Background: an optimization exercise with open tools, aiming at small area and a short achievable clock period. Do not read the settings as production practice. At most, simulation tests tie the RTL to the original design; equivalence was not proved. Power is estimated from default activity; no workload was simulated.

// vad_speech_segmenter
module vad_speech_segmenter #(
  parameter int unsigned COUNT_WIDTH = COUNT_WIDTH_DEF,
  parameter int unsigned PROB_WIDTH  = PROB_WIDTH_DEF,
  localparam int unsigned CfgWidth   = (COUNT_WIDTH > PROB_WIDTH) ? COUNT_WIDTH : PROB_WIDTH
) (
  input  logic                     clk_i,
  input  logic                     rst_ni,
  input  logic                     cfg_we_i,
  input  logic [CFG_IDX_WIDTH-1:0] cfg_idx_i,
  input  logic [CfgWidth-1:0]      cfg_data_i,
  input  logic                     in_valid_i,
  output logic                     in_stall_o,
  input  logic                     kind_i,
  input  logic [PROB_WIDTH-1:0]    speech_prob_i,
  input  logic [COUNT_WIDTH-1:0]   stream_length_i,
  output logic                     out_valid_o,
  input  logic                     out_stall_i,
  output logic [COUNT_WIDTH-1:0]   seg_start_o,
  output logic [COUNT_WIDTH-1:0]   seg_end_o,
  output logic [1:0]               end_reason_o
);
  logic [PROB_WIDTH-1:0]  thresh_nq, gap_q;   
  logic [WIN_WIDTH-1:0]   window_q;
  logic [COUNT_WIDTH-1:0] min_sil_q, split_pause_q, min_speech_q, max_speech_q;
  logic                   min_sil_set_q, max_speech_set_q;
  logic                   in_valid_q;
  logic                   kind_q;
  logic [COUNT_WIDTH-1:0] payload_q;
  logic                   out_valid_q;
  logic [1:0]             reason_q;
  logic                   advance;
  logic [WIN_WIDTH-1:0]   window_d;
  logic                   res_valid;
  logic [1:0]             res_reason;
  logic [COUNT_WIDTH-1:0] res_start, res_end;
  assign advance    = in_valid_q && (!out_valid_q || !out_stall_i);
  assign in_stall_o = in_valid_q && out_valid_q && out_stall_i;
  always_ff @(posedge clk_i or negedge rst_ni) begin
    if (!rst_ni) begin
      thresh_nq     <= ~(PROB_WIDTH'(THRESH_RESET));
      gap_q         <= PROB_WIDTH'(GAP_RESET);
      min_sil_set_q    <= 1'b0;
  ...
For scale: roughly 2100 cells after synthesis, ~410 flip-flops, ~160 I/O pins, ~0.024 sq mm of cells after synthesis.
export LEC_CHECK = 0
export CAP_MARGIN = 5
export CORE_MARGIN = 2
export CORE_UTILIZATION = 65
export CTS_BUF_LIST = sky130_fd_sc_hd__clkbuf_8
export CTS_CLUSTER_DIAMETER = 50
export CTS_CLUSTER_SIZE = 16
export PLACE_DENSITY = 0.75
export SETUP_SLACK_MARGIN = 5
export SLEW_MARGIN = 5
create_clock -name core_clock -period 9.5 [get_ports {clk_i}]
standard.sh (not shown) runs the stock make flow with config.mk's settings and CLKGATE_MAP_FILE= SYNTH_SCRIPT=/design/flow/synth_recipe.tcl, a recipe that flattens the netlist after the stock synthesis.
==> flow/flow/run.sh <==
#!/bin/bash
# Layout: the standard flow (standard.sh) with one change: buffer_ports, which puts a
# buffer on every input and output port, uses sky130_fd_sc_hd__buf_1 cells instead of the
# cell it picks by itself (the delay buffer clkdlybuf4s50_1). make's full output goes to
# orfs_make.log here; each tool's own log is under orfs/logs/.
set -euo pipefail
bash standard.sh "BUFFER_PORTS_ARGS=-buffer_cell sky130_fd_sc_hd__buf_1" finish > orfs_make.log 2>&1
The first run finished clean.
Change:
- CORE_UTILIZATION: 65 -> 60
- PLACE_DENSITY: 0.75 -> 0.7
=> Wire length came out lower by 1.0%. Utilization came out lower by 6.0 points. First-iteration DRC count came out lower by 16%. Fmax came out lower by 2.0%. Count of clock-buffer cells in the layout came out lower by 4. Cell count came out lower by 0.73%. Global-route usage came out lower by 2.3 points. Cell area came out lower by 1.6%.
Change:
- CORE_UTILIZATION: 60 -> 65
- CTS_CLUSTER_DIAMETER: 50 -> 60
- CTS_CLUSTER_SIZE: 16 -> 20
- PLACE_DENSITY: 0.7 -> 0.75
Cell area rises by 1.4%.
Setup slack improves by 0.071 ns.
Register-to-register slack barely changes.
Fmax rises by 1.6%.
Synthesized area is unchanged.
Wire length hardly moves.
Via count rises by 2.6%.
Global-route usage rises by 2.2 points.
Change:
- CTS_CLUSTER_DIAMETER: 60 -> 50
- CTS_CLUSTER_SIZE: 20 -> 16
- SETUP_SLACK_MARGIN: 5 -> 4.8
=> Wire length went down by about 1.5%. Synthesized area is unchanged. Via count fell by about 2.4%. Design area came out lower by 2.3%. Cell count decreases by about 1.7%. Total power falls by about 1.5%. Non-clock buffer count goes down by 63. Die area is unchanged. Setup slack degrades by 0.18 ns. Sequential share of layout area goes up by 0.87 points.

* * *

run A:
vad_speech_segmenter, a different RTL version from the one above (not shown whole).
Size in the first run: roughly 2,200 cells after synthesis, ~410 flip-flops, roughly 160 I/O pins, about 25,000 um^2 of cells after synthesis.
## vad_speech_segmenter
module vad_speech_segmenter #(
  parameter int unsigned COUNT_WIDTH = COUNT_WIDTH_DEF,
  parameter int unsigned PROB_WIDTH  = PROB_WIDTH_DEF,
  localparam int unsigned CfgWidth   = (COUNT_WIDTH > PROB_WIDTH) ? COUNT_WIDTH : PROB_WIDTH
) (
  input  logic                     clk_i,
  input  logic                     rst_ni,
  input  logic                     cfg_we_i,
  input  logic [CFG_IDX_WIDTH-1:0] cfg_idx_i,
  input  logic [CfgWidth-1:0]      cfg_data_i,
  input  logic                     in_valid_i,
  output logic                     in_stall_o,
  input  logic                     kind_i,
  input  logic [PROB_WIDTH-1:0]    speech_prob_i,
  input  logic [COUNT_WIDTH-1:0]   stream_length_i,
  output logic                     out_valid_o,
  input  logic                     out_stall_i,
  output logic [COUNT_WIDTH-1:0]   seg_start_o,
  output logic [COUNT_WIDTH-1:0]   seg_end_o,
  output logic [1:0]               end_reason_o
);
clock: 9.5 ns
lec_check: 0
cap_margin: 5
core_margin: 2
core_utilization: 65
cts_buf_list: sky130_fd_sc_hd__clkbuf_8
cts_cluster_diameter: 50
cts_cluster_size: 16
place_density: 0.75
setup_slack_margin: 4.6
slew_margin: 5
Scripts as last shown in full above: flow/flow/run.sh
Every stage of the flow completed for run A, and the final layout passed the timing, DRC and antenna checks.
Modified inputs, run B compared to run A
Settings: SETUP_SLACK_MARGIN now 4.4, was 4.6.
Findings:
Going from run A to run B, the met2 track demand over resource was found to have gone up by 0.26 points.
Compared with run A, run B degrades final critical delay including setup and external delays.
Per the comparison of run B with run A, number of fill cells increased by 1.0% relative to the old numbers; relative area change from synthesis to final layout decreased by 0.97 points relative to the old numbers; number of multi-input logic gates closely matched the old numbers; final core area utilization decreased by 0.64 points relative to the old numbers; final standard cell area without fillers decreased by 0.88% relative to the old numbers.
On run B: post-layout worst setup margin is 0.36 ns lower than what run A gave.
The inputs of run C differ from those of run B as listed below.
Settings: SETUP_SLACK_MARGIN changed from 4.4 to 4.8.
==> results.txt <==
- Run C vs run B — total power climbed by a few percent
- Higher fill cell instance count of the final layout among run C and run B: run B
- On reg-to-reg setup timing slack, run C does better than run B.
- Compared with run B, run C shows routed wire length higher by 1.6%.
- Routed via count: run C vs run B, no meaningful difference
- | remaining antenna violation count | run C vs run B | ≈ equal |
- The count of non-filler cells in the finished layout number comes out lower for run B vs run C.
- | sequential power | run B vs run C | ≈ equal |
- Compared with run B, via count of the first global-routing pass in run C increased slightly.
#### Input delta (run D over run C)
Settings: PLACE_DENSITY: 0.75 -> unset; CORE_UTILIZATION: 65 -> 55; SETUP_SLACK_MARGIN: 4.8 -> 5; SLEW_MARGIN: 5 -> 20; CAP_MARGIN: 5 -> 20.
==> comparison <==
In summary, run D completed successfully, with a layout that passed the timing, DRC and antenna checks. Wire length: run D worse than run C. Per the comparison of run D with run C, routing usage on met3 -2.9 points; count of buffers added by post-CTS timing repair for setup now sits higher; first-pass GRT wire length went up about 4%; sequential share of layout area went down 0.85 points.

* * *

== P ==
vad_speech_segmenter again, from the RTL that the note above started with.
## vad_speech_segmenter
module vad_speech_segmenter #(
  parameter int unsigned COUNT_WIDTH = COUNT_WIDTH_DEF,
  parameter int unsigned PROB_WIDTH  = PROB_WIDTH_DEF,
  localparam int unsigned CfgWidth   = (COUNT_WIDTH > PROB_WIDTH) ? COUNT_WIDTH : PROB_WIDTH
) (
  input  logic                     clk_i,
  input  logic                     rst_ni,
  input  logic                     cfg_we_i,
  input  logic [CFG_IDX_WIDTH-1:0] cfg_idx_i,
  input  logic [CfgWidth-1:0]      cfg_data_i,
  input  logic                     in_valid_i,
  output logic                     in_stall_o,
  input  logic                     kind_i,
  input  logic [PROB_WIDTH-1:0]    speech_prob_i,
  input  logic [COUNT_WIDTH-1:0]   stream_length_i,
  output logic                     out_valid_o,
  input  logic                     out_stall_i,
  output logic [COUNT_WIDTH-1:0]   seg_start_o,
  output logic [COUNT_WIDTH-1:0]   seg_end_o,
  output logic [1:0]               end_reason_o
);
  logic [PROB_WIDTH-1:0]  thresh_nq, gap_q;   
  logic [WIN_WIDTH-1:0]   window_q;
  logic [COUNT_WIDTH-1:0] min_sil_q, split_pause_q, min_speech_q, max_speech_q;
  logic                   in_valid_q;
  logic                   kind_q;
  logic [COUNT_WIDTH-1:0] payload_q;
  logic                   out_valid_q;
  logic [1:0]             reason_q;
  logic                   advance;
  logic [WIN_WIDTH-1:0]   window_d;
  logic                   res_valid;
  logic [1:0]             res_reason;
  logic [COUNT_WIDTH-1:0] res_start, res_end;
  assign advance    = in_valid_q && (!out_valid_q || !out_stall_i);
  assign in_stall_o = in_valid_q && out_valid_q && out_stall_i;
  always_ff @(posedge clk_i or negedge rst_ni) begin
    if (!rst_ni) begin
      thresh_nq     <= ~(PROB_WIDTH'(THRESH_RESET));
      gap_q         <= PROB_WIDTH'(GAP_RESET);
      window_q      <= WIN_RESET;
      min_sil_q     <= COUNT_WIDTH'(MIN_SIL_RESET);
      split_pause_q <= COUNT_WIDTH'(SPLIT_PAUSE_RESET);
      min_speech_q  <= COUNT_WIDTH'(MIN_SPEECH_RESET);
      max_speech_q  <= '1;
    end else if (cfg_we_i) begin
      case (cfg_idx_i)
        CFG_THRESHOLD:   thresh_nq     <= ~cfg_data_i[PROB_WIDTH-1:0];
        CFG_GAP:         gap_q         <= cfg_data_i[PROB_WIDTH-1:0];
  ...
export LEC_CHECK = 0
export CAP_MARGIN = 20
export CORE_MARGIN = 2
export CORE_UTILIZATION = 55
export CTS_BUF_LIST = sky130_fd_sc_hd__clkbuf_4
export CTS_CLUSTER_DIAMETER = 40
export CTS_CLUSTER_SIZE = 12
export SETUP_SLACK_MARGIN = 5
export SLEW_MARGIN = 20
create_clock -name core_clock -period 9.5 [get_ports {clk_i}]
Scripts as last shown in full above: flow/flow/run.sh
P: all stages complete, timing, DRC and antenna checks passed
--- input diff P..Q ---
- an added PLACE_DENSITY of 0.75
- a change of CORE_UTILIZATION from 55 to 65
- a change of SLEW_MARGIN from 20 to 5
- a change of CTS_CLUSTER_SIZE from 12 to 16
- an added TNS_END_PERCENT of 50
- a change of CTS_CLUSTER_DIAMETER from 40 to 50
- a change of CAP_MARGIN from 20 to 5
- a change of CTS_BUF_LIST from sky130_fd_sc_hd__clkbuf_4 to sky130_fd_sc_hd__clkbuf_8
- Going from P to Q, via count grows by 200.
- Q: global-route track usage on met1 6.8 points above P
- Summary of the comparison: non-clock buffer count is lower in Q, relative to P.
- The run with more routed wire is P, not Q.
- Measured against each other, P and Q differ in logic gate share of total power, the higher figure coming from Q.
- Taking P as the reference point, the worst slew margin relative to its limit of Q falls by 19 points.
- The lower met2 wirelength from detailed routing came out of Q.
- Compared Q vs P, and number of antenna diodes is down in Q.
- Final cycle utilization of the critical path in Q is 1.9 points higher than in P
- Q vs P: largest stage delay on the critical path down
diff inputs: Q => R
- swapping 5 for 20 in SLEW_MARGIN
- clearing PLACE_DENSITY, which used to be 0.75
- putting GPL_TIMING_DRIVEN at 0 where nothing was set
- swapping 5 for 20 in CAP_MARGIN
- clearing TNS_END_PERCENT, which used to be 50
- swapping 65 for 55 in CORE_UTILIZATION
Findings:
Diff Q -> R: worst hold slack +0.0078 ns; number of global-route vias before repair up 3.9%; area growth from synthesis to final layout now larger; routed wire length +10%.
The lower final standard cell utilization of the core of R and Q is in R.
## Diff of input files: S against R
- CORE_UTILIZATION now 65, was 55
- SLEW_MARGIN now 5, was 20
- CAP_MARGIN now 5, was 20
- GPL_TIMING_DRIVEN no longer set, was 0
- PLACE_DENSITY now 0.75, previously not set
Results
There was hardly any difference in number of instances on the worst hold path between S and R.
Compared to R, S has length of routed met3 wiring about 30% higher.
Of the two values seen for capturing element of the worst setup path, u_core.pend_q[29] was produced by S and u_core.next_nq[31] by R.
Area overhead of the layout relative to synthesis sits lower in S than in R.
The estimated power of S ends up lower than the estimate for R.
Compared with R, in S share of the clock period used by the worst path after layout lower, global-route usage saw an increase, core utilization went up 9.5 points, flip-flop and latch count did not really move, flip-flop and latch share of the layout cell area higher.

* * *

vad_speech_segmenter, a different RTL version from the one above (not shown whole).
Size in the first run: roughly 410 flip-flops, roughly 160 I/O pins, ~25,000 um2 of cells after synthesis.
// vad_speech_segmenter
module vad_speech_segmenter #(
  parameter int unsigned COUNT_WIDTH = COUNT_WIDTH_DEF,
  parameter int unsigned PROB_WIDTH  = PROB_WIDTH_DEF,
  localparam int unsigned CfgWidth   = (COUNT_WIDTH > PROB_WIDTH) ? COUNT_WIDTH : PROB_WIDTH
) (
  input  logic                     clk_i,
  input  logic                     rst_ni,
  input  logic                     cfg_we_i,
  input  logic [CFG_IDX_WIDTH-1:0] cfg_idx_i,
  input  logic [CfgWidth-1:0]      cfg_data_i,
  input  logic                     in_valid_i,
  output logic                     in_stall_o,
  input  logic                     kind_i,
  input  logic [PROB_WIDTH-1:0]    speech_prob_i,
  input  logic [COUNT_WIDTH-1:0]   stream_length_i,
  output logic                     out_valid_o,
  input  logic                     out_stall_i,
  output logic [COUNT_WIDTH-1:0]   seg_start_o,
  output logic [COUNT_WIDTH-1:0]   seg_end_o,
  output logic [1:0]               end_reason_o
);
  logic [PROB_WIDTH-1:0]  thresh_nq, gap_q;   
  logic [WIN_WIDTH-1:0]   window_q;
  logic [COUNT_WIDTH-1:0] min_sil_q, split_pause_q, min_speech_q, max_speech_q;
  logic                   min_sil_set_q, max_speech_set_q;
  logic                   in_valid_q;
  logic                   kind_q;
  logic [COUNT_WIDTH-1:0] payload_q;
  logic                   out_valid_q;
  logic [1:0]             reason_q;
  logic                   advance;
  logic [WIN_WIDTH-1:0]   window_d;
  logic                   res_valid;
  logic [1:0]             res_reason;
  logic [COUNT_WIDTH-1:0] res_start, res_end;
  assign advance    = in_valid_q && (!out_valid_q || !out_stall_i);
  ...
==> flow/config.mk <==
export PLATFORM = sky130hd
export DESIGN_NAME = vad_speech_segmenter
export DESIGN_NICKNAME = vad_speech_segmenter
export VERILOG_FILES = /design/flow/design.v
export SDC_FILE = /design/flow/constraint.sdc
export NUM_CORES = 4
export LEC_CHECK = 0
export CAP_MARGIN = 5
export CORE_MARGIN = 2
export CORE_UTILIZATION = 65
export CTS_BUF_LIST = sky130_fd_sc_hd__clkbuf_8
export CTS_CLUSTER_DIAMETER = 50
export CTS_CLUSTER_SIZE = 16
export PLACE_DENSITY = 0.75
export SETUP_SLACK_MARGIN = 4.8
export SLEW_MARGIN = 5
==> flow/constraint.sdc <==
create_clock -name core_clock -period 9.5 [get_ports {clk_i}]
set_input_delay 1.9000 -clock core_clock [delete_from_list [all_inputs] [get_ports {clk_i}]]
set_output_delay 1.9000 -clock core_clock [all_outputs]
set_load 0.01 [all_outputs]
Scripts as last shown in full above: flow/flow/run.sh
Rerun with:
Settings changed: SETUP_SLACK_MARGIN 4.8 to 5.
Core utilization grows by 0.64 points.
Clock skew rose by 27 ps.
Routed wire length falls by 5.2%.
Setup slack is better by 65 ps.
Die area is unchanged.
Synthesized cell count stays the same.
Design area climbs by 0.88%.
Final cell count rose by 0.66%.
Combinational power stays flat.
Area after synthesis is unchanged.
Sequential power falls by about 2%.
Function was not checked in any run of this note: the RTL went through the layout flow alone.

* * *

== job 1427 ==
vad_speech_segmenter with an RTL version that a note above also has.
Size in the first run: roughly 410 flip-flops, ~160 I/O pins.
export LEC_CHECK = 0
export CAP_MARGIN = 20
export CORE_MARGIN = 2
export CORE_UTILIZATION = 65
export CTS_BUF_LIST = sky130_fd_sc_hd__clkbuf_4
export CTS_CLUSTER_DIAMETER = 35
export CTS_CLUSTER_SIZE = 10
export PLACE_DENSITY = 0.75
export SETUP_SLACK_MARGIN = 5
export SLEW_MARGIN = 20
create_clock -name core_clock -period 9.5 [get_ports {clk_i}]
Scripts as last shown in full above: flow/flow/run.sh
Job 1427 was carried through to the last stage, and its layout satisfied the timing, DRC and antenna checks.
The following lists how job 3945 was set up differently from job 1427:
# job 1427
export LEC_CHECK = 0
export CAP_MARGIN = 20
export CORE_MARGIN = 2
export CORE_UTILIZATION = 65
export CTS_BUF_LIST = sky130_fd_sc_hd__clkbuf_4
export CTS_CLUSTER_DIAMETER = 35
export CTS_CLUSTER_SIZE = 10
export PLACE_DENSITY = 0.75
export SETUP_SLACK_MARGIN = 5
export SLEW_MARGIN = 20
create_clock -name core_clock -period 9.5 [get_ports {clk_i}]
# job 3945
export LEC_CHECK = 0
export CAP_MARGIN = 20
export CORE_MARGIN = 2
export CORE_UTILIZATION = 55
export CTS_BUF_LIST = sky130_fd_sc_hd__clkbuf_8
export CTS_CLUSTER_DIAMETER = 50
export CTS_CLUSTER_SIZE = 16
export SETUP_SLACK_MARGIN = 5
export SLEW_MARGIN = 20
create_clock -name core_clock -period 9.5 [get_ports {clk_i}]
==> flow/run.sh (new file) <==
#!/bin/bash
# synth_recipe.tcl (not shown) runs the flow's synth.tcl, then flattens the netlist and writes it again
# the make line also repeats each setting of config.mk as NAME=value (left out here)
make -C /OpenROAD-flow-scripts/flow DESIGN_CONFIG=/design/flow/config.mk WORK_HOME=/design/flow/orfs CLKGATE_MAP_FILE= SYNTH_SCRIPT=/design/flow/synth_recipe.tcl finish
removed: flow/flow/run.sh
removed: flow/standard.sh
Findings:
From job 1427 to job 3945 the numbers moved as follows: data-path buffer share of cell area in the final layout moved up, pin slew with the least headroom to its limit moved down, data arrival at the endpoint of the critical path moved up. Side by side, flip-flop and latch share of the layout cell area turned out lower in job 3945 than in job 1427. A startpoint of the most critical setup path of cfg_data_i[0] is what job 3945 shows, while u_core.open_q[15]$_DFFE_PP_ belongs to job 1427. Job 3945 vs job 1427 on internal portion of total power: job 3945 is the lower one.
Input changes introduced in job 8022 (baseline for comparison: job 3945):
# job 3945
export LEC_CHECK = 0
export CAP_MARGIN = 20
export CORE_MARGIN = 2
export CORE_UTILIZATION = 55
export CTS_BUF_LIST = sky130_fd_sc_hd__clkbuf_8
export CTS_CLUSTER_DIAMETER = 50
export CTS_CLUSTER_SIZE = 16
export SETUP_SLACK_MARGIN = 5
export SLEW_MARGIN = 20
create_clock -name core_clock -period 9.5 [get_ports {clk_i}]
# job 8022
export LEC_CHECK = 0
export CAP_MARGIN = 20
export CORE_MARGIN = 2
export CORE_UTILIZATION = 65
export CTS_BUF_LIST = sky130_fd_sc_hd__clkbuf_8
export CTS_CLUSTER_DIAMETER = 50
export CTS_CLUSTER_SIZE = 16
export PLACE_DENSITY = 0.75
export SETUP_SLACK_MARGIN = 5
export SLEW_MARGIN = 20
create_clock -name core_clock -period 9.5 [get_ports {clk_i}]
==> flow/flow/run.sh (new file) <==
#!/bin/bash
# Layout: the standard flow (standard.sh) with one change: buffer_ports, which puts a
# buffer on every input and output port, uses sky130_fd_sc_hd__buf_1 cells instead of the
# cell it picks by itself (the delay buffer clkdlybuf4s50_1). make's full output goes to
# orfs_make.log here; each tool's own log is under orfs/logs/.
set -euo pipefail
bash standard.sh "BUFFER_PORTS_ARGS=-buffer_cell sky130_fd_sc_hd__buf_1" finish > orfs_make.log 2>&1
==> flow/standard.sh (new file) <==
#!/bin/bash
# synth_recipe.tcl (not shown) runs the flow's synth.tcl, then flattens the netlist and writes it again
# the make line also repeats each setting of config.mk as NAME=value (left out here)
make -C /OpenROAD-flow-scripts/flow DESIGN_CONFIG=/design/flow/config.mk WORK_HOME=/design/flow/orfs CLKGATE_MAP_FILE= SYNTH_SCRIPT=/design/flow/synth_recipe.tcl "${@:-finish}"
removed: flow/run.sh
Notes after the runs:
- Changes observed in job 8022 relative to job 3945: combinational power share higher; multi-input logic portion of the cell area higher; routed length on met3 higher; number of non-clock inverters roughly the same.
Changes in job 9384 relative to job 8022:
# job 8022
export LEC_CHECK = 0
export CAP_MARGIN = 20
export CORE_MARGIN = 2
export CORE_UTILIZATION = 65
export CTS_BUF_LIST = sky130_fd_sc_hd__clkbuf_8
export CTS_CLUSTER_DIAMETER = 50
export CTS_CLUSTER_SIZE = 16
export PLACE_DENSITY = 0.75
export SETUP_SLACK_MARGIN = 5
export SLEW_MARGIN = 20
create_clock -name core_clock -period 9.5 [get_ports {clk_i}]
# job 9384
export LEC_CHECK = 0
export CAP_MARGIN = 5
export CORE_MARGIN = 2
export CORE_UTILIZATION = 70
export CTS_BUF_LIST = sky130_fd_sc_hd__clkbuf_8
export CTS_CLUSTER_DIAMETER = 50
export CTS_CLUSTER_SIZE = 16
export PLACE_DENSITY = 0.85
export SETUP_SLACK_MARGIN = 5
export SLEW_MARGIN = 5
create_clock -name core_clock -period 9.5 [get_ports {clk_i}]
[summary]
Job 9384 finished every step from synthesis to the final layout, and the layout passed the timing, DRC and antenna checks. The global-route wire length before repair reported for job 9384 is smaller than that of job 8022 by about 3.7%. Fraction of area in multi-input gates delta (job 9384 -> job 8022): insignificant. Taking job 8022 as the reference, in job 9384 pin count of the biggest net entering global routing shows an increase of 18; sum of internal, switching and leakage power shows an increase of about 0.8%.

-- re-timing with driven ports --
In the flow no input, the clock included, has a driving cell. The finished layouts below were timed again as built, in two steps.
Step 1 sets driving cells, clkbuf_16 on the clock port and buf_2 on the other inputs (assumed; they add their load-dependent delay and slew).
Step 2 moves the port delays by t, midway between the first and last clock arrival at a register: inputs arrive t later, outputs are due t later. That takes back most of the time a late clock gives input paths.
Three values: no drivers, after step 1, after step 2; two values: the first two.
| run | t (ns) | setup WS [ns] | cell pins on the clock port's net |
|---|---|---|---|
| the first run of note 1 | 0.704 | 4.997 / 5.008 / 4.305 | 1 |
| the second run of note 1 | 0.693 | 4.906 / 4.926 / 4.233 | 1 |
| the third run of note 1 | 0.691 | 4.977 / 4.987 / 4.296 | 1 |
| the fourth run of note 1 | 0.696 | 4.794 / 4.810 / 4.114 | 1 |
| run A | 0.704 | 4.707 / 4.680 / 4.047 | 1 |
| run B | 0.698 | 4.351 / 4.351 / 3.957 | 1 |
| run C | 0.703 | 4.910 / 4.910 / 4.281 | 1 |
| run D | 0.716 | 4.996 / 4.994 / 4.278 | 1 |
| P | 0.934 | 5.042 / 5.042 / 4.218 | 1 |
| Q | 0.706 | 4.859 / 4.894 / 4.188 | 1 |
| R | 0.714 | 4.239 / 4.254 / 3.539 | 1 |
| S | 0.699 | 4.995 / 4.995 / 4.329 | 1 |
| the first run of note 4 | 0.691 | 4.856 / 4.856 / 4.211 | 1 |
| the second run of note 4 | 0.696 | 4.921 / 4.934 / 4.238 | 1 |
| job 1427 | 0.854 | 4.995 / 4.995 / 4.334 | 1 |
| job 3945 | 0.718 | 4.946 / 4.964 / 4.247 | 1 |
| job 8022 | 0.699 | 4.997 / 4.997 / 4.319 | 1 |
| job 9384 | 0.697 | 4.934 / 4.927 / 4.230 | 1 |
After both steps setup and hold are still met in every run listed. The setup slack of P, which loses most, moves by 0.000 ns with the drivers and by -0.824 ns with both steps.
